From an optimization exercise on the open Yosys and OpenROAD flow, aimed at small area, a short achievable clock period and few clock cycles per item; shortcuts taken in it are not production practice. Only simulation tests tie the RTL to the original design; equivalence was not proved. No activity file was given, so power comes from the tool's default toggle rates.

<file path="flow/run.sh">
#!/bin/bash
# The standard layout (the standard.sh, unchanged synthesis), with plain buf_1 cells as
# the port buffers in place of the delay buffers that buffer_ports picks by default.
set -euo pipefail
export BUFFER_PORTS_ARGS="-buffer_cell sky130_fd_sc_hd__buf_1"
bash standard.sh finish > standard.log 2>&1
</file>
<file path="standard.sh">
#!/bin/bash
# synth_recipe.tcl (not shown) runs the flow's synth.tcl, then flattens the netlist and writes it again
# the make line also repeats each setting of config.mk as NAME=value (left out here)
make -C /OpenROAD-flow-scripts/flow DESIGN_CONFIG=/design/flow/config.mk WORK_HOME=/design/flow/orfs CLKGATE_MAP_FILE= SYNTH_SCRIPT=/design/flow/synth_recipe.tcl "${@:-finish}"
</file>
<file path="config.mk">
export PLATFORM = sky130hd
export DESIGN_NAME = hue_chroma_key_alpha_unit
export DESIGN_NICKNAME = hue_chroma_key_alpha_unit
export VERILOG_FILES = /design/flow/design.v
export SDC_FILE = /design/flow/constraint.sdc
export NUM_CORES = 4
export LEC_CHECK = 0
export ABC_AREA = 1
export CAP_MARGIN = 20
export CORE_MARGIN = 2
export CORE_UTILIZATION = 40
export SLEW_MARGIN = 20
</file>
<file path="constraint.sdc">
create_clock -name core_clock -period 6.0 [get_ports {aclk}]
set_input_delay 1.2000 -clock core_clock [delete_from_list [all_inputs] [get_ports {aclk}]]
set_output_delay 1.2000 -clock core_clock [all_outputs]
set_load 0.01 [all_outputs]
</file>
<file path="design.v">
`timescale 1ns / 1ps
package hcka_pkg;
    localparam int CH_W      = 8;
    localparam int HUE_W     = 9;
    localparam int BQ_W      = 3;      
    localparam int BR_W      = 6;      
    localparam int CFG_IDX_W = 1;
    localparam int CFG_W     = HUE_W;
    localparam int S_DATA_W  = 24;
    localparam int M_DATA_W  = 32;
    localparam logic [CFG_IDX_W-1:0] REG_HUE_LOW  = 1'b0;
    localparam logic [CFG_IDX_W-1:0] REG_HUE_HIGH = 1'b1;
    localparam logic [BQ_W-1:0] LO_Q_RST = 3'd2;
    localparam logic [BR_W-1:0] LO_R_RST = 6'd11;
    localparam logic [BQ_W-1:0] HI_Q_RST = 3'd2;
    localparam logic [BR_W-1:0] HI_R_RST = 6'd25;
endpackage
`timescale 1ns / 1ps
import hcka_pkg::*;
module hcka_sector (
    input  logic [hcka_pkg::CH_W-1:0] red,
    input  logic [hcka_pkg::CH_W-1:0] green,
    input  logic [hcka_pkg::CH_W-1:0] blue,
    output logic                      rg_neg,    
    output logic                      rb_neg,    
    output logic                      gb_neg,    
    output logic [hcka_pkg::CH_W-1:0] delta,
    output logic [hcka_pkg::CH_W-1:0] tp,
    output logic                      nt
);
    logic [CH_W:0] rg, rb, gb;
    logic [5:0]    sext;
    logic          nd;
    logic [CH_W-1:0] dp;
    assign rg = {1'b0, red}   - {1'b0, green};
    assign rb = {1'b0, red}   - {1'b0, blue};
    assign gb = {1'b0, green} - {1'b0, blue};
    assign rg_neg = rg[CH_W];
    assign rb_neg = rb[CH_W];
    assign gb_neg = gb[CH_W];
    hcka_sext u_sext (.rg_neg(rg_neg), .rb_neg(rb_neg), .gb_neg(gb_neg), .sext(sext));
    assign nt = sext[1] | sext[2] | sext[3];
    assign nd = sext[2] | sext[3] | sext[4];
    assign tp = (({CH_W{sext[0] | sext[3]}} & gb[CH_W-1:0])
               | ({CH_W{sext[1] | sext[4]}} & rg[CH_W-1:0])
               | ({CH_W{sext[2] | sext[5]}} & rb[CH_W-1:0])) ^ {CH_W{nt}};
    assign dp = (({CH_W{sext[0] | sext[3]}} & rb[CH_W-1:0])
               | ({CH_W{sext[1] | sext[4]}} & gb[CH_W-1:0])
               | ({CH_W{sext[2] | sext[5]}} & rg[CH_W-1:0])) ^ {CH_W{nd}};
    assign delta[0] = dp[0] ^ nd;
    for (genvar k = 1; k < CH_W; k++) begin : g_inc
        assign delta[k] = dp[k] ^ (nd & (&dp[k-1:0]));
    end
endmodule
module hcka_sext (
    input  logic       rg_neg,
    input  logic       rb_neg,
    input  logic       gb_neg,
    output logic [5:0] sext
);
    logic r_max, g_max, b_max;
    assign r_max = !rg_neg && !rb_neg;
    assign g_max = !r_max && !gb_neg;
    assign b_max = !r_max && gb_neg;
    assign sext[0] = r_max && !gb_neg;
    assign sext[5] = r_max &&  gb_neg;
    assign sext[1] = g_max && !rb_neg;
    assign sext[2] = g_max &&  rb_neg;
    assign sext[4] = b_max && !rg_neg;
    assign sext[3] = b_max &&  rg_neg;
endmodule
module hcka_cmp_0 (
    input  logic [2:0] one,
    input  logic [2:0] two,
    input  logic [2:0] neg,
    input  logic [7:0] d,
    input  logic [7:0] tp,
    input  logic       nt,
    output logic       y
);
    logic n1, n2, n3, n4, n5, n6, n7, n8, n9, n10, n11, n12, n13, n14, n15, n16, n17, n18, n19, n20, n21, n22, n23, n24, n25, n26, n27, n28, n29, n30, n31, n32, n33, n34, n35, n36, n37, n38, n39, n40, n41, n42, n43, n44, n45, n46, n47, n48, n49, n50, n51, n52, n53, n54, n55, n56, n57, n58, n59, n60, n61, n62, n63, n64, n65, n66, n67, n68, n69, n70, n71, n72, n73, n74, n75, n76, n77, n78, n79, n80, n81, n82, n83, n84, n85, n86, n87, n88, n89, n90, n91, n92, n93, n94, n95, n96, n97, n98, n99, n100, n101, n102, n103, n104, n105, n106, n107, n108, n109, n110, n111, n112, n113, n114, n115, n116, n117, n118, n119, n120, n121, n122, n123, n124, n125, n126, n127, n128, n129, n130, n131, n132, n133, n134, n135, n136, n137, n138, n139, n140, n141, n142, n143, n144, n145, n146, n147, n148, n149, n150, n151, n152, n153, n154, n155, n156, n157, n158, n159, n160, n161, n162;
    assign n1 = (((one[0] & d[2]) | (two[0] & d[1])) ^ neg[0]) ^ (((one[1] & d[0])) ^ neg[1]) ^ neg[1];
    assign n2 = ((((one[0] & d[2]) | (two[0] & d[1])) ^ neg[0]) & (((one[1] & d[0])) ^ neg[1])) | ((((one[0] & d[2]) | (two[0] & d[1])) ^ neg[0]) & neg[1]) | ((((one[1] & d[0])) ^ neg[1]) & neg[1]);
    assign n3 = (((one[0] & d[3]) | (two[0] & d[2])) ^ neg[0]) ^ (((one[1] & d[1]) | (two[1] & d[0])) ^ neg[1]);
    assign n4 = (((one[0] & d[3]) | (two[0] & d[2])) ^ neg[0]) & (((one[1] & d[1]) | (two[1] & d[0])) ^ neg[1]);
    assign n5 = (((one[0] & d[4]) | (two[0] & d[3])) ^ neg[0]) ^ (((one[1] & d[2]) | (two[1] & d[1])) ^ neg[1]) ^ (((one[2] & d[0])) ^ neg[2]);
    assign n6 = ((((one[0] & d[4]) | (two[0] & d[3])) ^ neg[0]) & (((one[1] & d[2]) | (two[1] & d[1])) ^ neg[1])) | ((((one[0] & d[4]) | (two[0] & d[3])) ^ neg[0]) & (((one[2] & d[0])) ^ neg[2])) | ((((one[1] & d[2]) | (two[1] & d[1])) ^ neg[1]) & (((one[2] & d[0])) ^ neg[2]));
    assign n7 = neg[2] ^ tp[2];
    assign n8 = neg[2] & tp[2];
    assign n9 = (((one[0] & d[5]) | (two[0] & d[4])) ^ neg[0]) ^ (((one[1] & d[3]) | (two[1] & d[2])) ^ neg[1]) ^ (((one[2] & d[1]) | (two[2] & d[0])) ^ neg[2]);
    assign n10 = ((((one[0] & d[5]) | (two[0] & d[4])) ^ neg[0]) & (((one[1] & d[3]) | (two[1] & d[2])) ^ neg[1])) | ((((one[0] & d[5]) | (two[0] & d[4])) ^ neg[0]) & (((one[2] & d[1]) | (two[2] & d[0])) ^ neg[2])) | ((((one[1] & d[3]) | (two[1] & d[2])) ^ neg[1]) & (((one[2] & d[1]) | (two[2] & d[0])) ^ neg[2]));
    assign n11 = tp[3] ^ (~nt);
    assign n12 = tp[3] & (~nt);
    assign n13 = (((one[0] & d[6]) | (two[0] & d[5])) ^ neg[0]) ^ (((one[1] & d[4]) | (two[1] & d[3])) ^ neg[1]) ^ (((one[2] & d[2]) | (two[2] & d[1])) ^ neg[2]);
    assign n14 = ((((one[0] & d[6]) | (two[0] & d[5])) ^ neg[0]) & (((one[1] & d[4]) | (two[1] & d[3])) ^ neg[1])) | ((((one[0] & d[6]) | (two[0] & d[5])) ^ neg[0]) & (((one[2] & d[2]) | (two[2] & d[1])) ^ neg[2])) | ((((one[1] & d[4]) | (two[1] & d[3])) ^ neg[1]) & (((one[2] & d[2]) | (two[2] & d[1])) ^ neg[2]));
    assign n15 = (neg[2] & d[0]) ^ tp[4] ^ (~tp[0]);
    assign n16 = ((neg[2] & d[0]) & tp[4]) | ((neg[2] & d[0]) & (~tp[0])) | (tp[4] & (~tp[0]));
    assign n17 = (((one[0] & d[7]) | (two[0] & d[6])) ^ neg[0]) ^ (((one[1] & d[5]) | (two[1] & d[4])) ^ neg[1]) ^ (((one[2] & d[3]) | (two[2] & d[2])) ^ neg[2]);
    assign n18 = ((((one[0] & d[7]) | (two[0] & d[6])) ^ neg[0]) & (((one[1] & d[5]) | (two[1] & d[4])) ^ neg[1])) | ((((one[0] & d[7]) | (two[0] & d[6])) ^ neg[0]) & (((one[2] & d[3]) | (two[2] & d[2])) ^ neg[2])) | ((((one[1] & d[5]) | (two[1] & d[4])) ^ neg[1]) & (((one[2] & d[3]) | (two[2] & d[2])) ^ neg[2]));
    assign n19 = (neg[2] & d[1]) ^ tp[5] ^ (~tp[1]);
    assign n20 = ((neg[2] & d[1]) & tp[5]) | ((neg[2] & d[1]) & (~tp[1])) | (tp[5] & (~tp[1]));
    assign n21 = (((two[0] & d[7])) ^ neg[0]) ^ (((one[1] & d[6]) | (two[1] & d[5])) ^ neg[1]) ^ (((one[2] & d[4]) | (two[2] & d[3])) ^ neg[2]);
    assign n22 = ((((two[0] & d[7])) ^ neg[0]) & (((one[1] & d[6]) | (two[1] & d[5])) ^ neg[1])) | ((((two[0] & d[7])) ^ neg[0]) & (((one[2] & d[4]) | (two[2] & d[3])) ^ neg[2])) | ((((one[1] & d[6]) | (two[1] & d[5])) ^ neg[1]) & (((one[2] & d[4]) | (two[2] & d[3])) ^ neg[2]));
    assign n23 = (neg[2] & d[2]) ^ tp[6] ^ (~tp[2]);
    assign n24 = ((neg[2] & d[2]) & tp[6]) | ((neg[2] & d[2]) & (~tp[2])) | (tp[6] & (~tp[2]));
    assign n25 = (((one[1] & d[7]) | (two[1] & d[6])) ^ neg[1]) ^ (((one[2] & d[5]) | (two[2] & d[4])) ^ neg[2]) ^ (neg[2] & d[3]);
    assign n26 = ((((one[1] & d[7]) | (two[1] & d[6])) ^ neg[1]) & (((one[2] & d[5]) | (two[2] & d[4])) ^ neg[2])) | ((((one[1] & d[7]) | (two[1] & d[6])) ^ neg[1]) & (neg[2] & d[3])) | ((((one[2] & d[5]) | (two[2] & d[4])) ^ neg[2]) & (neg[2] & d[3]));
    assign n27 = tp[7] ^ (~tp[3]) ^ (~(~neg[0]));
    assign n28 = (tp[7] & (~tp[3])) | (tp[7] & (~(~neg[0]))) | ((~tp[3]) & (~(~neg[0])));
    assign n29 = (((two[1] & d[7])) ^ neg[1]) ^ (((one[2] & d[6]) | (two[2] & d[5])) ^ neg[2]) ^ (neg[2] & d[4]);
    assign n30 = ((((two[1] & d[7])) ^ neg[1]) & (((one[2] & d[6]) | (two[2] & d[5])) ^ neg[2])) | ((((two[1] & d[7])) ^ neg[1]) & (neg[2] & d[4])) | ((((one[2] & d[6]) | (two[2] & d[5])) ^ neg[2]) & (neg[2] & d[4]));
    assign n31 = (~tp[4]) ^ 1'b1 ^ (~neg[0]);
    assign n32 = ((~tp[4]) & 1'b1) | ((~tp[4]) & (~neg[0])) | (1'b1 & (~neg[0]));
    assign n33 = (~neg[1]) ^ (((one[2] & d[7]) | (two[2] & d[6])) ^ neg[2]) ^ (neg[2] & d[5]);
    assign n34 = ((~neg[1]) & (((one[2] & d[7]) | (two[2] & d[6])) ^ neg[2])) | ((~neg[1]) & (neg[2] & d[5])) | ((((one[2] & d[7]) | (two[2] & d[6])) ^ neg[2]) & (neg[2] & d[5]));
    assign n35 = (((two[2] & d[7])) ^ neg[2]) ^ (neg[2] & d[6]);
    assign n36 = (((two[2] & d[7])) ^ neg[2]) & (neg[2] & d[6]);
    assign n37 = tp[0] ^ (~nt);
    assign n38 = tp[0] & (~nt);
    assign n39 = tp[1] ^ (~nt) ^ n3;
    assign n40 = (tp[1] & (~nt)) | (tp[1] & n3) | ((~nt) & n3);
    assign n41 = (~nt) ^ n5 ^ n7;
    assign n42 = ((~nt) & n5) | ((~nt) & n7) | (n5 & n7);
    assign n43 = n9 ^ n11 ^ n6;
    assign n44 = (n9 & n11) | (n9 & n6) | (n11 & n6);
    assign n45 = n13 ^ n15 ^ n10;
    assign n46 = (n13 & n15) | (n13 & n10) | (n15 & n10);
    assign n47 = n17 ^ n19 ^ n14;
    assign n48 = (n17 & n19) | (n17 & n14) | (n19 & n14);
    assign n49 = n21 ^ n23 ^ n18;
    assign n50 = (n21 & n23) | (n21 & n18) | (n23 & n18);
    assign n51 = n25 ^ n27 ^ n22;
    assign n52 = (n25 & n27) | (n25 & n22) | (n27 & n22);
    assign n53 = n29 ^ n31 ^ n26;
    assign n54 = (n29 & n31) | (n29 & n26) | (n31 & n26);
    assign n55 = (~tp[5]) ^ n33 ^ n30;
    assign n56 = ((~tp[5]) & n33) | ((~tp[5]) & n30) | (n33 & n30);
    assign n57 = (~tp[6]) ^ 1'b1 ^ n35;
    assign n58 = ((~tp[6]) & 1'b1) | ((~tp[6]) & n35) | (1'b1 & n35);
    assign n59 = (~neg[2]) ^ (neg[2] & d[7]) ^ (~tp[7]);
    assign n60 = ((~neg[2]) & (neg[2] & d[7])) | ((~neg[2]) & (~tp[7])) | ((neg[2] & d[7]) & (~tp[7]));
    assign n61 = 1'b1 ^ n1;
    assign n62 = 1'b1 & n1;
    assign n63 = n2 ^ n39 ^ n38;
    assign n64 = (n2 & n39) | (n2 & n38) | (n39 & n38);
    assign n65 = n4 ^ n41 ^ n40;
    assign n66 = (n4 & n41) | (n4 & n40) | (n41 & n40);
    assign n67 = n8 ^ n43 ^ n42;
    assign n68 = (n8 & n43) | (n8 & n42) | (n43 & n42);
    assign n69 = n12 ^ n45 ^ n44;
    assign n70 = (n12 & n45) | (n12 & n44) | (n45 & n44);
    assign n71 = n16 ^ n47 ^ n46;
    assign n72 = (n16 & n47) | (n16 & n46) | (n47 & n46);
    assign n73 = n20 ^ n49 ^ n48;
    assign n74 = (n20 & n49) | (n20 & n48) | (n49 & n48);
    assign n75 = n24 ^ n51 ^ n50;
    assign n76 = (n24 & n51) | (n24 & n50) | (n51 & n50);
    assign n77 = n28 ^ n53 ^ n52;
    assign n78 = (n28 & n53) | (n28 & n52) | (n53 & n52);
    assign n79 = n32 ^ n55 ^ n54;
    assign n80 = (n32 & n55) | (n32 & n54) | (n55 & n54);
    assign n81 = n34 ^ n57 ^ n56;
    assign n82 = (n34 & n57) | (n34 & n56) | (n57 & n56);
    assign n83 = n36 ^ n59 ^ n58;
    assign n84 = (n36 & n59) | (n36 & n58) | (n59 & n58);
    assign n85 = (((one[0] & d[0])) ^ neg[0]) & neg[0];
    assign n99 = (((one[0] & d[0])) ^ neg[0]) | neg[0];
    assign n86 = (((one[0] & d[1]) | (two[0] & d[0])) ^ neg[0]) & 1'b0;
    assign n100 = (((one[0] & d[1]) | (two[0] & d[0])) ^ neg[0]) | 1'b0;
    assign n87 = n37 & n61;
    assign n101 = n37 | n61;
    assign n88 = n63 & n62;
    assign n102 = n63 | n62;
    assign n89 = n65 & n64;
    assign n103 = n65 | n64;
    assign n90 = n67 & n66;
    assign n104 = n67 | n66;
    assign n91 = n69 & n68;
    assign n105 = n69 | n68;
    assign n92 = n71 & n70;
    assign n106 = n71 | n70;
    assign n93 = n73 & n72;
    assign n107 = n73 | n72;
    assign n94 = n75 & n74;
    assign n108 = n75 | n74;
    assign n95 = n77 & n76;
    assign n109 = n77 | n76;
    assign n96 = n79 & n78;
    assign n110 = n79 | n78;
    assign n97 = n81 & n80;
    assign n111 = n81 | n80;
    assign n98 = n83 & n82;
    assign n112 = n83 | n82;
    assign n113 = n86 | (n100 & n85);
    assign n114 = n100 & n99;
    assign n115 = n88 | (n102 & n87);
    assign n116 = n102 & n101;
    assign n117 = n90 | (n104 & n89);
    assign n118 = n104 & n103;
    assign n119 = n92 | (n106 & n91);
    assign n120 = n106 & n105;
    assign n121 = n94 | (n108 & n93);
    assign n122 = n108 & n107;
    assign n123 = n96 | (n110 & n95);
    assign n124 = n110 & n109;
    assign n125 = n98 | (n112 & n97);
    assign n126 = n112 & n111;
    assign n127 = n87 | (n101 & n113);
    assign n128 = n101 & n114;
    assign n129 = n115 | (n116 & n113);
    assign n130 = n116 & n114;
    assign n131 = n91 | (n105 & n117);
    assign n132 = n105 & n118;
    assign n133 = n119 | (n120 & n117);
    assign n134 = n120 & n118;
    assign n135 = n95 | (n109 & n121);
    assign n136 = n109 & n122;
    assign n137 = n123 | (n124 & n121);
    assign n138 = n124 & n122;
    assign n139 = n89 | (n103 & n129);
    assign n140 = n103 & n130;
    assign n141 = n117 | (n118 & n129);
    assign n142 = n118 & n130;
    assign n143 = n131 | (n132 & n129);
    assign n144 = n132 & n130;
    assign n145 = n133 | (n134 & n129);
    assign n146 = n134 & n130;
    assign n147 = n97 | (n111 & n137);
    assign n148 = n111 & n138;
    assign n149 = n125 | (n126 & n137);
    assign n150 = n126 & n138;
    assign n151 = n93 | (n107 & n145);
    assign n152 = n107 & n146;
    assign n153 = n121 | (n122 & n145);
    assign n154 = n122 & n146;
    assign n155 = n135 | (n136 & n145);
    assign n156 = n136 & n146;
    assign n157 = n137 | (n138 & n145);
    assign n158 = n138 & n146;
    assign n159 = n147 | (n148 & n145);
    assign n160 = n148 & n146;
    assign n161 = n149 | (n150 & n145);
    assign n162 = n150 & n146;
    assign y = n60 ^ n84 ^ n161;
endmodule
module hcka_cmp_1 (
    input  logic [2:0] one,
    input  logic [2:0] two,
    input  logic [2:0] neg,
    input  logic [7:0] d,
    input  logic [7:0] tp,
    input  logic       nt,
    output logic       y
);
    logic n1, n2, n3, n4, n5, n6, n7, n8, n9, n10, n11, n12, n13, n14, n15, n16, n17, n18, n19, n20, n21, n22, n23, n24, n25, n26, n27, n28, n29, n30, n31, n32, n33, n34, n35, n36, n37, n38, n39, n40, n41, n42, n43, n44, n45, n46, n47, n48, n49, n50, n51, n52, n53, n54, n55, n56, n57, n58, n59, n60, n61, n62, n63, n64, n65, n66, n67, n68, n69, n70, n71, n72, n73, n74, n75, n76, n77, n78, n79, n80, n81, n82, n83, n84, n85, n86, n87, n88, n89, n90, n91, n92, n93, n94, n95, n96, n97, n98, n99, n100, n101, n102, n103, n104, n105, n106, n107, n108, n109, n110, n111, n112, n113, n114, n115, n116, n117, n118, n119, n120, n121, n122, n123, n124, n125, n126, n127, n128, n129, n130, n131, n132, n133, n134, n135, n136, n137, n138, n139, n140, n141, n142, n143, n144, n145, n146, n147, n148, n149, n150, n151, n152, n153, n154, n155, n156, n157, n158, n159, n160, n161, n162, n163, n164, n165, n166;
    assign n1 = (((one[0] & d[2]) | (two[0] & d[1])) ^ neg[0]) ^ (((one[1] & d[0])) ^ neg[1]);
    assign n2 = (((one[0] & d[2]) | (two[0] & d[1])) ^ neg[0]) & (((one[1] & d[0])) ^ neg[1]);
    assign n3 = (((one[0] & d[3]) | (two[0] & d[2])) ^ neg[0]) ^ (((one[1] & d[1]) | (two[1] & d[0])) ^ neg[1]);
    assign n4 = (((one[0] & d[3]) | (two[0] & d[2])) ^ neg[0]) & (((one[1] & d[1]) | (two[1] & d[0])) ^ neg[1]);
    assign n5 = (((one[0] & d[4]) | (two[0] & d[3])) ^ neg[0]) ^ (((one[1] & d[2]) | (two[1] & d[1])) ^ neg[1]) ^ (((one[2] & d[0])) ^ neg[2]);
    assign n6 = ((((one[0] & d[4]) | (two[0] & d[3])) ^ neg[0]) & (((one[1] & d[2]) | (two[1] & d[1])) ^ neg[1])) | ((((one[0] & d[4]) | (two[0] & d[3])) ^ neg[0]) & (((one[2] & d[0])) ^ neg[2])) | ((((one[1] & d[2]) | (two[1] & d[1])) ^ neg[1]) & (((one[2] & d[0])) ^ neg[2]));
    assign n7 = neg[2] ^ tp[2];
    assign n8 = neg[2] & tp[2];
    assign n9 = (((one[0] & d[5]) | (two[0] & d[4])) ^ neg[0]) ^ (((one[1] & d[3]) | (two[1] & d[2])) ^ neg[1]) ^ (((one[2] & d[1]) | (two[2] & d[0])) ^ neg[2]);
    assign n10 = ((((one[0] & d[5]) | (two[0] & d[4])) ^ neg[0]) & (((one[1] & d[3]) | (two[1] & d[2])) ^ neg[1])) | ((((one[0] & d[5]) | (two[0] & d[4])) ^ neg[0]) & (((one[2] & d[1]) | (two[2] & d[0])) ^ neg[2])) | ((((one[1] & d[3]) | (two[1] & d[2])) ^ neg[1]) & (((one[2] & d[1]) | (two[2] & d[0])) ^ neg[2]));
    assign n11 = tp[3] ^ (~nt);
    assign n12 = tp[3] & (~nt);
    assign n13 = (((one[0] & d[6]) | (two[0] & d[5])) ^ neg[0]) ^ (((one[1] & d[4]) | (two[1] & d[3])) ^ neg[1]) ^ (((one[2] & d[2]) | (two[2] & d[1])) ^ neg[2]);
    assign n14 = ((((one[0] & d[6]) | (two[0] & d[5])) ^ neg[0]) & (((one[1] & d[4]) | (two[1] & d[3])) ^ neg[1])) | ((((one[0] & d[6]) | (two[0] & d[5])) ^ neg[0]) & (((one[2] & d[2]) | (two[2] & d[1])) ^ neg[2])) | ((((one[1] & d[4]) | (two[1] & d[3])) ^ neg[1]) & (((one[2] & d[2]) | (two[2] & d[1])) ^ neg[2]));
    assign n15 = (neg[2] & d[0]) ^ tp[4] ^ (~tp[0]);
    assign n16 = ((neg[2] & d[0]) & tp[4]) | ((neg[2] & d[0]) & (~tp[0])) | (tp[4] & (~tp[0]));
    assign n17 = (((one[0] & d[7]) | (two[0] & d[6])) ^ neg[0]) ^ (((one[1] & d[5]) | (two[1] & d[4])) ^ neg[1]) ^ (((one[2] & d[3]) | (two[2] & d[2])) ^ neg[2]);
    assign n18 = ((((one[0] & d[7]) | (two[0] & d[6])) ^ neg[0]) & (((one[1] & d[5]) | (two[1] & d[4])) ^ neg[1])) | ((((one[0] & d[7]) | (two[0] & d[6])) ^ neg[0]) & (((one[2] & d[3]) | (two[2] & d[2])) ^ neg[2])) | ((((one[1] & d[5]) | (two[1] & d[4])) ^ neg[1]) & (((one[2] & d[3]) | (two[2] & d[2])) ^ neg[2]));
    assign n19 = (neg[2] & d[1]) ^ tp[5] ^ (~tp[1]);
    assign n20 = ((neg[2] & d[1]) & tp[5]) | ((neg[2] & d[1]) & (~tp[1])) | (tp[5] & (~tp[1]));
    assign n21 = (((two[0] & d[7])) ^ neg[0]) ^ (((one[1] & d[6]) | (two[1] & d[5])) ^ neg[1]) ^ (((one[2] & d[4]) | (two[2] & d[3])) ^ neg[2]);
    assign n22 = ((((two[0] & d[7])) ^ neg[0]) & (((one[1] & d[6]) | (two[1] & d[5])) ^ neg[1])) | ((((two[0] & d[7])) ^ neg[0]) & (((one[2] & d[4]) | (two[2] & d[3])) ^ neg[2])) | ((((one[1] & d[6]) | (two[1] & d[5])) ^ neg[1]) & (((one[2] & d[4]) | (two[2] & d[3])) ^ neg[2]));
    assign n23 = (neg[2] & d[2]) ^ tp[6] ^ (~tp[2]);
    assign n24 = ((neg[2] & d[2]) & tp[6]) | ((neg[2] & d[2]) & (~tp[2])) | (tp[6] & (~tp[2]));
    assign n25 = (((one[1] & d[7]) | (two[1] & d[6])) ^ neg[1]) ^ (((one[2] & d[5]) | (two[2] & d[4])) ^ neg[2]) ^ (neg[2] & d[3]);
    assign n26 = ((((one[1] & d[7]) | (two[1] & d[6])) ^ neg[1]) & (((one[2] & d[5]) | (two[2] & d[4])) ^ neg[2])) | ((((one[1] & d[7]) | (two[1] & d[6])) ^ neg[1]) & (neg[2] & d[3])) | ((((one[2] & d[5]) | (two[2] & d[4])) ^ neg[2]) & (neg[2] & d[3]));
    assign n27 = tp[7] ^ (~tp[3]) ^ (~(~neg[0]));
    assign n28 = (tp[7] & (~tp[3])) | (tp[7] & (~(~neg[0]))) | ((~tp[3]) & (~(~neg[0])));
    assign n29 = (((two[1] & d[7])) ^ neg[1]) ^ (((one[2] & d[6]) | (two[2] & d[5])) ^ neg[2]) ^ (neg[2] & d[4]);
    assign n30 = ((((two[1] & d[7])) ^ neg[1]) & (((one[2] & d[6]) | (two[2] & d[5])) ^ neg[2])) | ((((two[1] & d[7])) ^ neg[1]) & (neg[2] & d[4])) | ((((one[2] & d[6]) | (two[2] & d[5])) ^ neg[2]) & (neg[2] & d[4]));
    assign n31 = (~tp[4]) ^ 1'b1 ^ (~neg[0]);
    assign n32 = ((~tp[4]) & 1'b1) | ((~tp[4]) & (~neg[0])) | (1'b1 & (~neg[0]));
    assign n33 = (~neg[1]) ^ (((one[2] & d[7]) | (two[2] & d[6])) ^ neg[2]) ^ (neg[2] & d[5]);
    assign n34 = ((~neg[1]) & (((one[2] & d[7]) | (two[2] & d[6])) ^ neg[2])) | ((~neg[1]) & (neg[2] & d[5])) | ((((one[2] & d[7]) | (two[2] & d[6])) ^ neg[2]) & (neg[2] & d[5]));
    assign n35 = (((two[2] & d[7])) ^ neg[2]) ^ (neg[2] & d[6]);
    assign n36 = (((two[2] & d[7])) ^ neg[2]) & (neg[2] & d[6]);
    assign n37 = neg[1] ^ tp[0];
    assign n38 = neg[1] & tp[0];
    assign n39 = tp[1] ^ (~nt) ^ n3;
    assign n40 = (tp[1] & (~nt)) | (tp[1] & n3) | ((~nt) & n3);
    assign n41 = (~nt) ^ n5 ^ n7;
    assign n42 = ((~nt) & n5) | ((~nt) & n7) | (n5 & n7);
    assign n43 = n9 ^ n11 ^ n6;
    assign n44 = (n9 & n11) | (n9 & n6) | (n11 & n6);
    assign n45 = n13 ^ n15 ^ n10;
    assign n46 = (n13 & n15) | (n13 & n10) | (n15 & n10);
    assign n47 = n17 ^ n19 ^ n14;
    assign n48 = (n17 & n19) | (n17 & n14) | (n19 & n14);
    assign n49 = n21 ^ n23 ^ n18;
    assign n50 = (n21 & n23) | (n21 & n18) | (n23 & n18);
    assign n51 = n25 ^ n27 ^ n22;
    assign n52 = (n25 & n27) | (n25 & n22) | (n27 & n22);
    assign n53 = n29 ^ n31 ^ n26;
    assign n54 = (n29 & n31) | (n29 & n26) | (n31 & n26);
    assign n55 = (~tp[5]) ^ n33 ^ n30;
    assign n56 = ((~tp[5]) & n33) | ((~tp[5]) & n30) | (n33 & n30);
    assign n57 = (~tp[6]) ^ 1'b1 ^ n35;
    assign n58 = ((~tp[6]) & 1'b1) | ((~tp[6]) & n35) | (1'b1 & n35);
    assign n59 = (~neg[2]) ^ (neg[2] & d[7]) ^ (~tp[7]);
    assign n60 = ((~neg[2]) & (neg[2] & d[7])) | ((~neg[2]) & (~tp[7])) | ((neg[2] & d[7]) & (~tp[7]));
    assign n61 = (((one[0] & d[0])) ^ neg[0]) ^ neg[0];
    assign n62 = (((one[0] & d[0])) ^ neg[0]) & neg[0];
    assign n63 = (((one[0] & d[1]) | (two[0] & d[0])) ^ neg[0]) ^ 1'b1;
    assign n64 = (((one[0] & d[1]) | (two[0] & d[0])) ^ neg[0]) & 1'b1;
    assign n65 = (~nt) ^ n1 ^ n37;
    assign n66 = ((~nt) & n1) | ((~nt) & n37) | (n1 & n37);
    assign n67 = n2 ^ n39 ^ n38;
    assign n68 = (n2 & n39) | (n2 & n38) | (n39 & n38);
    assign n69 = n4 ^ n41 ^ n40;
    assign n70 = (n4 & n41) | (n4 & n40) | (n41 & n40);
    assign n71 = n8 ^ n43 ^ n42;
    assign n72 = (n8 & n43) | (n8 & n42) | (n43 & n42);
    assign n73 = n12 ^ n45 ^ n44;
    assign n74 = (n12 & n45) | (n12 & n44) | (n45 & n44);
    assign n75 = n16 ^ n47 ^ n46;
    assign n76 = (n16 & n47) | (n16 & n46) | (n47 & n46);
    assign n77 = n20 ^ n49 ^ n48;
    assign n78 = (n20 & n49) | (n20 & n48) | (n49 & n48);
    assign n79 = n24 ^ n51 ^ n50;
    assign n80 = (n24 & n51) | (n24 & n50) | (n51 & n50);
    assign n81 = n28 ^ n53 ^ n52;
    assign n82 = (n28 & n53) | (n28 & n52) | (n53 & n52);
    assign n83 = n32 ^ n55 ^ n54;
    assign n84 = (n32 & n55) | (n32 & n54) | (n55 & n54);
    assign n85 = n34 ^ n57 ^ n56;
    assign n86 = (n34 & n57) | (n34 & n56) | (n57 & n56);
    assign n87 = n36 ^ n59 ^ n58;
    assign n88 = (n36 & n59) | (n36 & n58) | (n59 & n58);
    assign n89 = 1'b1 & n61;
    assign n103 = 1'b1 | n61;
    assign n90 = n63 & n62;
    assign n104 = n63 | n62;
    assign n91 = n65 & n64;
    assign n105 = n65 | n64;
    assign n92 = n67 & n66;
    assign n106 = n67 | n66;
    assign n93 = n69 & n68;
    assign n107 = n69 | n68;
    assign n94 = n71 & n70;
    assign n108 = n71 | n70;
    assign n95 = n73 & n72;
    assign n109 = n73 | n72;
    assign n96 = n75 & n74;
    assign n110 = n75 | n74;
    assign n97 = n77 & n76;
    assign n111 = n77 | n76;
    assign n98 = n79 & n78;
    assign n112 = n79 | n78;
    assign n99 = n81 & n80;
    assign n113 = n81 | n80;
    assign n100 = n83 & n82;
    assign n114 = n83 | n82;
    assign n101 = n85 & n84;
    assign n115 = n85 | n84;
    assign n102 = n87 & n86;
    assign n116 = n87 | n86;
    assign n117 = n90 | (n104 & n89);
    assign n118 = n104 & n103;
    assign n119 = n92 | (n106 & n91);
    assign n120 = n106 & n105;
    assign n121 = n94 | (n108 & n93);
    assign n122 = n108 & n107;
    assign n123 = n96 | (n110 & n95);
    assign n124 = n110 & n109;
    assign n125 = n98 | (n112 & n97);
    assign n126 = n112 & n111;
    assign n127 = n100 | (n114 & n99);
    assign n128 = n114 & n113;
    assign n129 = n102 | (n116 & n101);
    assign n130 = n116 & n115;
    assign n131 = n91 | (n105 & n117);
    assign n132 = n105 & n118;
    assign n133 = n119 | (n120 & n117);
    assign n134 = n120 & n118;
    assign n135 = n95 | (n109 & n121);
    assign n136 = n109 & n122;
    assign n137 = n123 | (n124 & n121);
    assign n138 = n124 & n122;
    assign n139 = n99 | (n113 & n125);
    assign n140 = n113 & n126;
    assign n141 = n127 | (n128 & n125);
    assign n142 = n128 & n126;
    assign n143 = n93 | (n107 & n133);
    assign n144 = n107 & n134;
    assign n145 = n121 | (n122 & n133);
    assign n146 = n122 & n134;
    assign n147 = n135 | (n136 & n133);
    assign n148 = n136 & n134;
    assign n149 = n137 | (n138 & n133);
    assign n150 = n138 & n134;
    assign n151 = n101 | (n115 & n141);
    assign n152 = n115 & n142;
    assign n153 = n129 | (n130 & n141);
    assign n154 = n130 & n142;
    assign n155 = n97 | (n111 & n149);
    assign n156 = n111 & n150;
    assign n157 = n125 | (n126 & n149);
    assign n158 = n126 & n150;
    assign n159 = n139 | (n140 & n149);
    assign n160 = n140 & n150;
    assign n161 = n141 | (n142 & n149);
    assign n162 = n142 & n150;
    assign n163 = n151 | (n152 & n149);
    assign n164 = n152 & n150;
    assign n165 = n153 | (n154 & n149);
    assign n166 = n154 & n150;
    assign y = n60 ^ n88 ^ n165;
endmodule
`timescale 1ns / 1ps
import hcka_pkg::*;
module hue_chroma_key_alpha_unit (
    input  logic                               aclk,
    input  logic                               aresetn,
    input  logic                               s_tvalid,
    output logic                               s_tready,
    input  logic [hcka_pkg::S_DATA_W-1:0]      s_tdata,    
    output logic                               m_tvalid,
    input  logic                               m_tready,
    output logic [hcka_pkg::M_DATA_W-1:0]      m_tdata,    
    input  logic                               cfg_wr_en,
    input  logic [hcka_pkg::CFG_IDX_W-1:0]     cfg_index,
    input  logic [hcka_pkg::CFG_W-1:0]         cfg_wdata
);
    logic [BQ_W-1:0] lo_q_reg, hi_q_reg;
    logic [8:0]      lo_rb_reg, hi_rb_reg;    
    logic [BQ_W-1:0] wr_q_ge, wr_q_gt;
    logic [BR_W-1:0] wr_r_ge, wr_r_gt;
    logic              rg_neg, rb_neg, gb_neg;
    logic [CH_W-1:0]   delta, tp;
    logic              nt;
    logic                en1, en2;
    logic                v1_reg;
    logic [S_DATA_W-1:0] s1_rgb_reg;
    logic [CH_W-1:0]     s1_delta_reg, s1_tp_reg;
    logic                s1_nt_reg;
    logic                s1_rg_neg_reg, s1_rb_neg_reg, s1_gb_neg_reg;
    logic [5:0]          sext;
    logic [5:0]          lo_gt_mask, lo_eq_mask, hi_lt_mask, hi_eq_mask;
    logic                lo_lt, hi_le;
    logic                lo_in, hi_in;
    logic                key_reg;
    logic [S_DATA_W-1:0] rgb_reg;
    always_comb begin
        wr_q_ge = '0;
        wr_q_gt = '0;
        for (int k = 1; k <= 6; k++) begin
            if (cfg_wdata >= CFG_W'(60 * k)) wr_q_ge = BQ_W'(k);
            if (cfg_wdata >  CFG_W'(60 * k)) wr_q_gt = BQ_W'(k);
        end
    end
    assign wr_r_ge = {cfg_wdata[5:2] + {1'b0, wr_q_ge}, cfg_wdata[1:0]};
    assign wr_r_gt = {cfg_wdata[5:2] + {1'b0, wr_q_gt}, cfg_wdata[1:0]};
    always_ff @(posedge aclk) begin
        if (!aresetn) begin
            lo_q_reg <= LO_Q_RST;
            lo_rb_reg <= booth(LO_R_RST);
            hi_q_reg <= HI_Q_RST;
            hi_rb_reg <= booth(HI_R_RST);
        end else if (cfg_wr_en) begin
            unique case (cfg_index)
                REG_HUE_LOW:  begin lo_q_reg <= wr_q_ge; lo_rb_reg <= booth(wr_r_ge); end
                REG_HUE_HIGH: begin hi_q_reg <= wr_q_gt; hi_rb_reg <= booth(wr_r_gt); end
                default: ;
            endcase
        end
    end
    function automatic logic [8:0] booth(input logic [BR_W-1:0] r);
        logic [6:0] x;
        logic [2:0] one, two, neg;
        x = {r, 1'b0};
        for (int i = 0; i < 3; i++) begin
            one[i] = x[2*i+1] ^ x[2*i];
            two[i] = (x[2*i+2] & !x[2*i+1] & !x[2*i]) | (!x[2*i+2] & x[2*i+1] & x[2*i]);
            neg[i] = x[2*i+2];
        end
        booth = {neg, two, one};
    endfunction
    assign en2      = !m_tvalid || m_tready;
    assign en1      = !v1_reg || en2;
    assign s_tready = en1;
    always_ff @(posedge aclk) begin
        if (!aresetn) begin
            v1_reg   <= 1'b0;
            m_tvalid <= 1'b0;
        end else begin
            if (en1) v1_reg   <= s_tvalid;
            if (en2) m_tvalid <= v1_reg;
        end
    end
    hcka_sector u_sector (
        .red    (s_tdata[7:0]),
        .green  (s_tdata[15:8]),
        .blue   (s_tdata[23:16]),
        .rg_neg (rg_neg),
        .rb_neg (rb_neg),
        .gb_neg (gb_neg),
        .delta  (delta),
        .tp     (tp),
        .nt     (nt)
    );
    always_ff @(posedge aclk) begin
        if (en1) begin
            s1_rgb_reg    <= s_tdata;
            s1_delta_reg  <= delta;
            s1_tp_reg     <= tp;
            s1_nt_reg     <= nt;
            s1_rg_neg_reg <= rg_neg;
            s1_rb_neg_reg <= rb_neg;
            s1_gb_neg_reg <= gb_neg;
        end
    end
    hcka_sext u_sext (
        .rg_neg (s1_rg_neg_reg),
        .rb_neg (s1_rb_neg_reg),
        .gb_neg (s1_gb_neg_reg),
        .sext   (sext)
    );
    always_comb begin
        for (int k = 0; k < 6; k++) begin
            lo_gt_mask[k] = BQ_W'(k) >  lo_q_reg;
            lo_eq_mask[k] = BQ_W'(k) == lo_q_reg;
            hi_lt_mask[k] = BQ_W'(k) <  hi_q_reg;
            hi_eq_mask[k] = BQ_W'(k) == hi_q_reg;
        end
    end
    hcka_cmp_0 u_lo (.one(lo_rb_reg[2:0]), .two(lo_rb_reg[5:3]), .neg(lo_rb_reg[8:6]),
                     .d(s1_delta_reg), .tp(s1_tp_reg), .nt(s1_nt_reg), .y(lo_lt));
    hcka_cmp_1 u_hi (.one(hi_rb_reg[2:0]), .two(hi_rb_reg[5:3]), .neg(hi_rb_reg[8:6]),
                     .d(s1_delta_reg), .tp(s1_tp_reg), .nt(s1_nt_reg), .y(hi_le));
    assign lo_in = |(sext & lo_gt_mask) || (|(sext & lo_eq_mask) && lo_lt);
    assign hi_in = |(sext & hi_lt_mask) || (|(sext & hi_eq_mask) && !hi_le);
    always_ff @(posedge aclk) begin
        if (en2) begin
            key_reg <= lo_in && hi_in;
            rgb_reg <= s1_rgb_reg;
        end
    end
    assign m_tdata = {{CH_W{!key_reg}}, rgb_reg};
endmodule
</file>
==> notes.md, run 1 <==
* Kind of critical path: in2reg
* DP HPWL at 17,250 um
* Nets at 1,287
* # IOs at 73
* DRC Markers at 0
* Worst hold path class: reg2reg
* Commonest cells post-synth: inv_1, nand2_1, xor2_1
* Post-synth EDFFs at 69
* Diode count at 0
* Status: finished clean
* Top cell type's share of synthesized area at 23.13%
* Slew @ Worst Pin at 833.3 ps
* Number of setup buffers added after CTS at 0
* Arr. time, crit path at 4390 ps
* Final Util at 44.67%
* Reg2reg setup slack at 1810 ps
* Area leader, netlist: edfxtp_1
* Fmax at 0.2339 GHz
* Main combinational cell family by area after synthesis: adder cells
* Root buf cell: clkbuf_16
* Pleak at 4.627 nW
* Combinational Power Share at 72.5%
* Antenna viol nets, final at 0
* Vias/cell at 5.085
* Slew Limit Headroom at 44.24%
* Post-synthesis register bit count at 95
* Worst Setup EP: s1_delta_reg[6]$_DFFE_PP_
* Skew final at 11.03 ps
* Hold buffer count at cts at 0
* Routed WL at 21,600 um
* Sw power at 2.905 mW
* CP startpoint kind: input port
* Final Max Tran Viols at 0
* First-pass GRT wire length at 35,510 um
* Synthesized area at 0.008956 mm2
* CP Capture Type: register
* Simple-gate area share of the yosys netlist at 18.43%
* Cts repair resizes at 0
* CTS buffer count at 9
* Setup violations, final at 0
* Die H at 153.6 um
* R2R cell count at 18
* Syn-to-layout area delta at 9.193%
* Top cells by area, synth: edfxtp_1, fa_1, inv_1
* Post-synthesis xor/xnor area fraction at 7.921%
* Crit-path max FO at 10
* Post-synthesis mux area share at 0%
* Power Internal at 2.820 mW
* Syn Area/Cell at 8.339 um2
* Post-synthesis sequential area ratio at 28.95%
* Synth Area in Adders at 21.93%
* Final hold violations at 0
* CP startpoint: s_tdata[16]
* Final setup TNS at 0 ps
* Clk sinks at 95
* Vias in the first global route at 6,968
* Largest net degree at the start of global routing at 46
* Clock transition at path regs at 80 ps
* Initial DRC Count at 553
* Die X at 153.6 um
* Starting Density at 40.91%
* Initial antenna violation count at 0
* CTS tree: done
* Max Cap Viol at 0
* Pwr dens at 585.4 mW/mm2
* R2R Path End: key_reg$_DFFE_PP_
* Post-synthesis cell type count at 41
* Total congestion overflow at 0
* Reg2reg start: s1_delta_reg[7]$_DFFE_PP_
* Clk Latency, worst-skew pair at 360 ps
* Bufs on Longest Clock Path at 2
* Clock Power Share at 10.5%
* Core area at 0.02189 mm2
* Worst vdd ir at 0.3030 mV
* Via count at 7,211
* Fraction of registers with async set/reset at 0%
* Ys flop type: edfxtp_1
* Synthesized Nets at 1,228
* Tcrit/Tclk final at 71.24%
* Cells after synthesis at 1,074
* Final min period at 4275 ps
* Rows at 54
* 1st-pass router iterations at 5
* DIE AREA at 0.02360 mm2
* H-Tree Depth at 3
* Flop pwr share at 17.0%
* Routability congestion estimate at 0.9035
* WP data required at 6110 ps
* Fill count at 2,261
* YS warnings at 1
* PortBufs at 72
* RSZ-0062 raised after global routing: false
* GRT Overall Usage at 18.62%
* Compound-Gate Fraction of Synth Area at 11.62%
* Layout cell share with drive strength beyond 1 at 5.624%
* Top-count cell post-synth: inv_1
* WL/cell at 15.23 um
* Switching Share at 50.75%
[how the worst min path moves through the flow]
stage	depth (start not counted)	from	end
3_5_place_dp	0	s1_rgb_reg[17]$_DFFE_PP_	rgb_reg[17]$_DFFE_PP_
6_report	0	s1_rgb_reg[9]$_DFFE_PP_	rgb_reg[9]$_DFFE_PP_
4_1_cts	0	s1_rgb_reg[9]$_DFFE_PP_	rgb_reg[9]$_DFFE_PP_
5_1_grt	0	s1_rgb_reg[18]$_DFFE_PP_	rgb_reg[18]$_DFFE_PP_
2_1_floorplan	0	s1_rgb_reg[0]$_DFFE_PP_	rgb_reg[0]$_DFFE_PP_
3_3_place_gp	0	s1_rgb_reg[18]$_DFFE_PP_	rgb_reg[18]$_DFFE_PP_
[power groups by stage]
stage	Sequential, mW	Clock (mW)	Combinational (mW)
2_1_floorplan	0.914	0	3.32
3_3_place_gp	0.994	0	4.01
3_5_place_dp	0.992	0	4.16
4_1_cts	0.978	0.616	4.19
5_1_grt	0.992	0.635	4.88
6_report	0.974	0.602	4.15
[worst max-delay path, cell delays in order]
cell and delay, ps:
buf_1 140, ha_1 160, inv_1 80, fa_1 410, nand3_1 110, nand3_2 110, nand2_1 120, nand2_4 110
nand2_8 150, inv_1 60, a21oi_2 320, inv_1 140, nor2_1 110, nor2_1 60, ha_1 310, nor2_2 130
nand4_1 140, nor2_2 140, nand2_2 80, nor2_4 130, nand2_1 70, nand2_1 60, nand2_1 50
[layout by cell type, fill, tap and decap left out, types with 3 or more instances in the layout]
cell type | Yosys | layout
o211ai_1 | 12 | 12
nor3_1 | 7 | 7
buf_1 | 1 | 72
edfxtp_1 | 69 | 69
nand2_4 | 5 | 5
nand3_2 | 5 | 6
nand3_1 | 55 | 54
clkinv_1 | 5 | 5
o21a_1 | 4 | 4
nand4_1 | 23 | 23
inv_2 | 3 | 3
a31oi_1 | 8 | 8
nand2_8 | 3 | 3
o22ai_1 | 45 | 45
inv_6 | 0 | 3
nand2_2 | 12 | 13
dfxtp_1 | 26 | 26
fa_1 | 70 | 70
nor2_1 | 46 | 46
a21oi_2 | 3 | 3
ha_1 | 45 | 45
clkbuf_16 | 0 | 9
xor2_1 | 74 | 74
o21ai_0 | 48 | 48
nor2_2 | 4 | 4
inv_1 | 225 | 225
xnor2_1 | 7 | 7
or2_2 | 4 | 4
o221ai_1 | 4 | 4
nand2_1 | 183 | 182
a21oi_1 | 39 | 39
[stage by stage]
stage / power, mW / setup slack, ps / instances / hold WS (ps) / area (um2)
3_3_place_gp: 5.003 / 1491 / 1402 / 401.3 / 9473
6_report: 5.725 / 1725 / 1418 / 408.8 / 9779
3_5_place_dp: 5.157 / 1397 / 1402 / 404.5 / 9475
4_1_cts: 5.788 / 1750 / 1418 / 414.3 / 9779
2_1_floorplan: 4.230 / 1884 / 1074 / 400.3 / 8956
5_1_grt: 6.505 / 1372 / 1418 / 428.5 / 9779
[per-layer routing]
layer  vias to the layer above  track usage [%]  part of all wire [%]
li1                       3604                -                     -
met1                      3411            27.69                    48
met2                       187            30.03                    46
met3                         9            1.691                   4.6
met4                         0            3.277                  0.72
met5                         -                0                     0
[cells by family after synthesis]
group / Yosys count
compound gates: 172
xor+xnor: 81
fa+ha+maj: 115
buf+inv: 259
flops: 95
simple gates: 352
[final cells by class]
type / count / area, um2 / area share (%)
clock buffer: 9 / 225.2 / 2.303
clock inverter: 7 / 78.83 / 0.8060
inverter: 233 / 874.6 / 8.943
multi-input combinational: 720 / 5373 / 54.94
sequential: 95 / 2592 / 26.51
tap: 280 / 350.3 / 3.582
timing repair buffer: 74 / 285.3 / 2.917
Testbench counts, summed over its fixed seeds: cycles 16,400, items 16,384.
==> inputs of run 2 (changes only) <==
==> run.sh (new file) <==
#!/bin/bash
# synth_recipe.tcl (not shown) runs the flow's synth.tcl, then flattens the netlist and writes it again
# the make line also repeats each setting of config.mk as NAME=value (left out here)
make -C /OpenROAD-flow-scripts/flow DESIGN_CONFIG=/design/flow/config.mk WORK_HOME=/design/flow/orfs CLKGATE_MAP_FILE= SYNTH_SCRIPT=/design/flow/synth_recipe.tcl finish
removed: flow/run.sh
removed: standard.sh
==> notes.md, run 2 <==
* Status: finished clean
* Ys flop type: edfxtp_1
* Clk Latency, worst-skew pair at 360 ps (about the same)
* Crit-path max FO at 10 (unchanged)
* Nets at 1,287 (unchanged)
* Reg area at 0.002592 mm2 (unchanged)
* CP startpoint kind: input port
* Top cells by area, synth: edfxtp_1, fa_1, inv_1
* Worst vdd ir at 0.3665 mV (+21%)
* DRC Markers at 0 (unchanged)
* CP Capture Type: register
* Tcrit/Tclk final at 76.60% (+5.4 points)
* Fill count at 2,186 (-3.3%)
* Vias/cell at 5.086 (about the same)
* Most frequent cells in the layout: inv_1, nand2_1, xor2_1
* Area leader, netlist: edfxtp_1
* Post-synthesis cell type count at 41 (unchanged)
* First-pass GRT wire length at 35,360 um (-0.41%)
* Synthesized area at 0.008956 mm2 (unchanged)
* Kind of critical path: in2reg
* Final Util at 46.81% (+2.1 points)
* Sw power at 2.890 mW (-0.52%)
* Total power at 5.773 mW (+0.84%)
* Initial DRC Count at 530 (-4.2%)
* Syn-to-layout area delta at 14.40%
* YS warnings at 1 (unchanged)
* WP data required at 6110 ps (about the same)
* Commonest cells post-synth: inv_1, nand2_1, xor2_1
* RSZ-0062 raised after global routing: false
* GRT Overall Usage at 18.53% (-0.097 points)
* PortBufs at 72 (unchanged)
* Slew Limit Headroom at 47.11% (+2.9 points)
* Die H at 153.6 um (unchanged)
* Syn Area/Cell at 8.339 um2 (unchanged)
* Rows at 54 (unchanged)
* Vias in the first global route at 6,912 (-0.80%)
* CTS buffer count at 9 (unchanged)
* WL/cell at 14.97 um (-1.7%)
* Flop pwr share at 16.8% (-0.2 points)
* Total congestion overflow at 0 (unchanged)
* Fmax at 0.2176 GHz (-7.0%)
* Area occupied by multi-input gates at 0.005373 mm2 (unchanged)
* Final min period at 4596 ps (+321.3 ps)
* CTS tree: done
* # IOs at 73 (unchanged)
* Cts repair resizes at 0 (unchanged)
* Top-count cell post-synth: inv_1
* Routability congestion estimate at 0.8447 (-6.5%)
* Top cell type's share of synthesized area at 23.13% (unchanged)
* Post-synth EDFFs at 69 (unchanged)
* Power Internal at 2.882 mW (+2.2%)
* 1st-pass router iterations at 7 (+2)
* Clock transition at path regs at 80 ps (about the same)
* Cells after synthesis at 1,074 (unchanged)
* Routed WL at 21,230 um (-1.7%)
* Final hold violations at 0 (unchanged)
* Most common cell after layout, fill and taps aside: inv_1
* Synthesized Nets at 1,228 (unchanged)
* Number of setup buffers added after CTS at 0 (unchanged)
* Fraction of registers with async set/reset at 0% (unchanged)
* Layout cell share with drive strength beyond 1 at 5.624% (unchanged)
* Post-synthesis register bit count at 95 (unchanged)
* Initial antenna violation count at 0 (unchanged)
* Root buf cell: clkbuf_16
* Hold buffer count at cts at 0 (unchanged)
* Switching Share at 50.07% (-0.68 points)
* Slew @ Worst Pin at 790.5 ps (-42.83 ps)
* Clock Power Share at 10.8% (+0.3 points)
* Skew final at 10.23 ps (-0.8054 ps)
* Antenna viol nets, final at 0 (unchanged)
* Largest net degree at the start of global routing at 46 (unchanged)
* Final Max Tran Viols at 0 (unchanged)
* Setup violations, final at 0 (unchanged)
* Die X at 153.6 um (unchanged)
* Pleak at 4.835 nW (+4.5%)
* Clk sinks at 95 (unchanged)
* Combinational Power Share at 72.4% (about the same)
* Max Cap Viol at 0 (unchanged)
* DIE AREA at 0.02360 mm2 (unchanged)
* Bufs on Longest Clock Path at 2 (unchanged)
* Starting Density at 40.91% (unchanged)
* Final setup TNS at 0 ps (unchanged)
* Arr. time, crit path at 4710 ps (+320 ps)
* Worst hold path class: reg2reg
* DP HPWL at 17,130 um (-0.66%)
* Pwr dens at 563.4 mW/mm2 (-3.8%)
* Via count at 7,212 (+0.014%)
* H-Tree Depth at 3 (unchanged)
* Diode count at 0 (unchanged)
* Core area at 0.02189 mm2 (unchanged)
* Post-synthesis sequential area ratio at 28.95% (unchanged)
## run 2: path summary, 6_finish.rpt
check | to | slack, ps | depth (start not counted) | startpoint
worst max-delay path | s1_delta_reg[6]$_DFFE_PP_ | 1400 | 23 | s_tdata[16]
worst max register to register | key_reg$_DFFE_PP_ | 1570 | 18 | s1_delta_reg[7]$_DFFE_PP_
worst min register to register | rgb_reg[20]$_DFFE_PP_ | 410 | 0 | s1_rgb_reg[20]$_DFFE_PP_
worst min-delay path | rgb_reg[20]$_DFFE_PP_ | 410 | 0 | s1_rgb_reg[20]$_DFFE_PP_
## run 2: metal layers
| layer | track usage (%) | vias up | part of all wire, % |
|---|---|---|---|
| met5 | 0 | - | 0 |
| met4 | 5.111 | 0 | 1.3 |
| met3 | 2.114 | 20 | 4.4 |
| met2 | 29.61 | 191 | 46 |
| met1 | 26.72 | 3391 | 48 |
| li1 | - | 3610 | - |
## run 2: kinds of logic after synthesis
logic type / after synthesis / share of synthesized area [%]
XOR/XNOR: 81 / 7.921
flip-flops: 95 / 28.95
AO/OA/AOI/OAI: 172 / 11.62
buffers and inverters: 259 / 11.15
AND/OR/NAND/NOR: 352 / 18.43
adder cells (fa/ha/maj): 115 / 21.93
## run 2: final cells by class
cell class	count	area share, %
Timing Repair Buffer	74	7.180
Multi-Input combinational cell	720	52.44
Clock buffer	9	2.198
Inverter	233	8.536
Sequential cell	95	25.30
Clock inverter	7	0.9281
Tap cell	280	3.419
## run 2: critical path: stages
cell and delay, ps:
clkdlybuf4s50_1 520, ha_1 160, inv_1 70, fa_1 400
nand3_1 100, nand3_2 100, nand2_1 120, nand2_4 100
nand2_8 150, inv_1 60, a21oi_2 320, inv_1 140
nor2_1 110, nor2_1 50, ha_1 310, nor2_2 130
nand4_1 140, nor2_2 140, nand2_2 70, nor2_4 130
nand2_1 60, nand2_1 60, nand2_1 50
## run 2: power groups by stage
stage	clock, mW	sequential (mW)	combinational, mW
global route	0.667	0.987	4.93
floorplan	0	0.914	3.32
finish	0.623	0.971	4.18
global placement	0	0.993	4.14
detailed placement	0	0.991	4.22
CTS	0.644	0.977	4.24
## run 2: through the flow
stage | std cells | area [um2] | setup WS, ps | hold slack [ps]
final | 1418 | 10250 | 1404 | 411.8
after floorplan | 1074 | 8956 | 1884 | 400.3
after global placement | 1402 | 9923 | 1127 | 401.9
after CTS | 1418 | 10250 | 1431 | 415.7
after detailed placement | 1402 | 9926 | 1077 | 405.2
after global routing | 1418 | 10250 | 991.3 | 423.1

[static timing again, ports no longer ideal]
The results above use ideal ports. As a check the final layouts listed here were re-extracted and re-timed, cells and wires unchanged.
Step 1: set_driving_cell puts a clkbuf_16 on aclk and a buf_2 on each other input, an assumption about the parent block.
Step 2 adds t to the input delays and takes it off the output delays; t is the mean of the earliest and latest rising clock arrival at the registers after step 1. Input paths then give back, and output paths get back, about the clock's delay inside the block.
a / b / c = ideal ports / drivers / drivers and shift; a / b = the first two.
| run | t, ns | slack for setup (ns) | pins driven straight from the clock port |
|---|---|---|---|
| run 1 | 0.394 | 1.725 / 1.729 / 1.335 | 1 |
| run 2 | 0.392 | 1.404 / 1.409 / 1.017 | 1 |
After both steps every run listed still meets setup and hold. For run 1, which loses most, drivers alone change the setup slack by +0.004 ns; drivers and shift together by -0.390 ns.
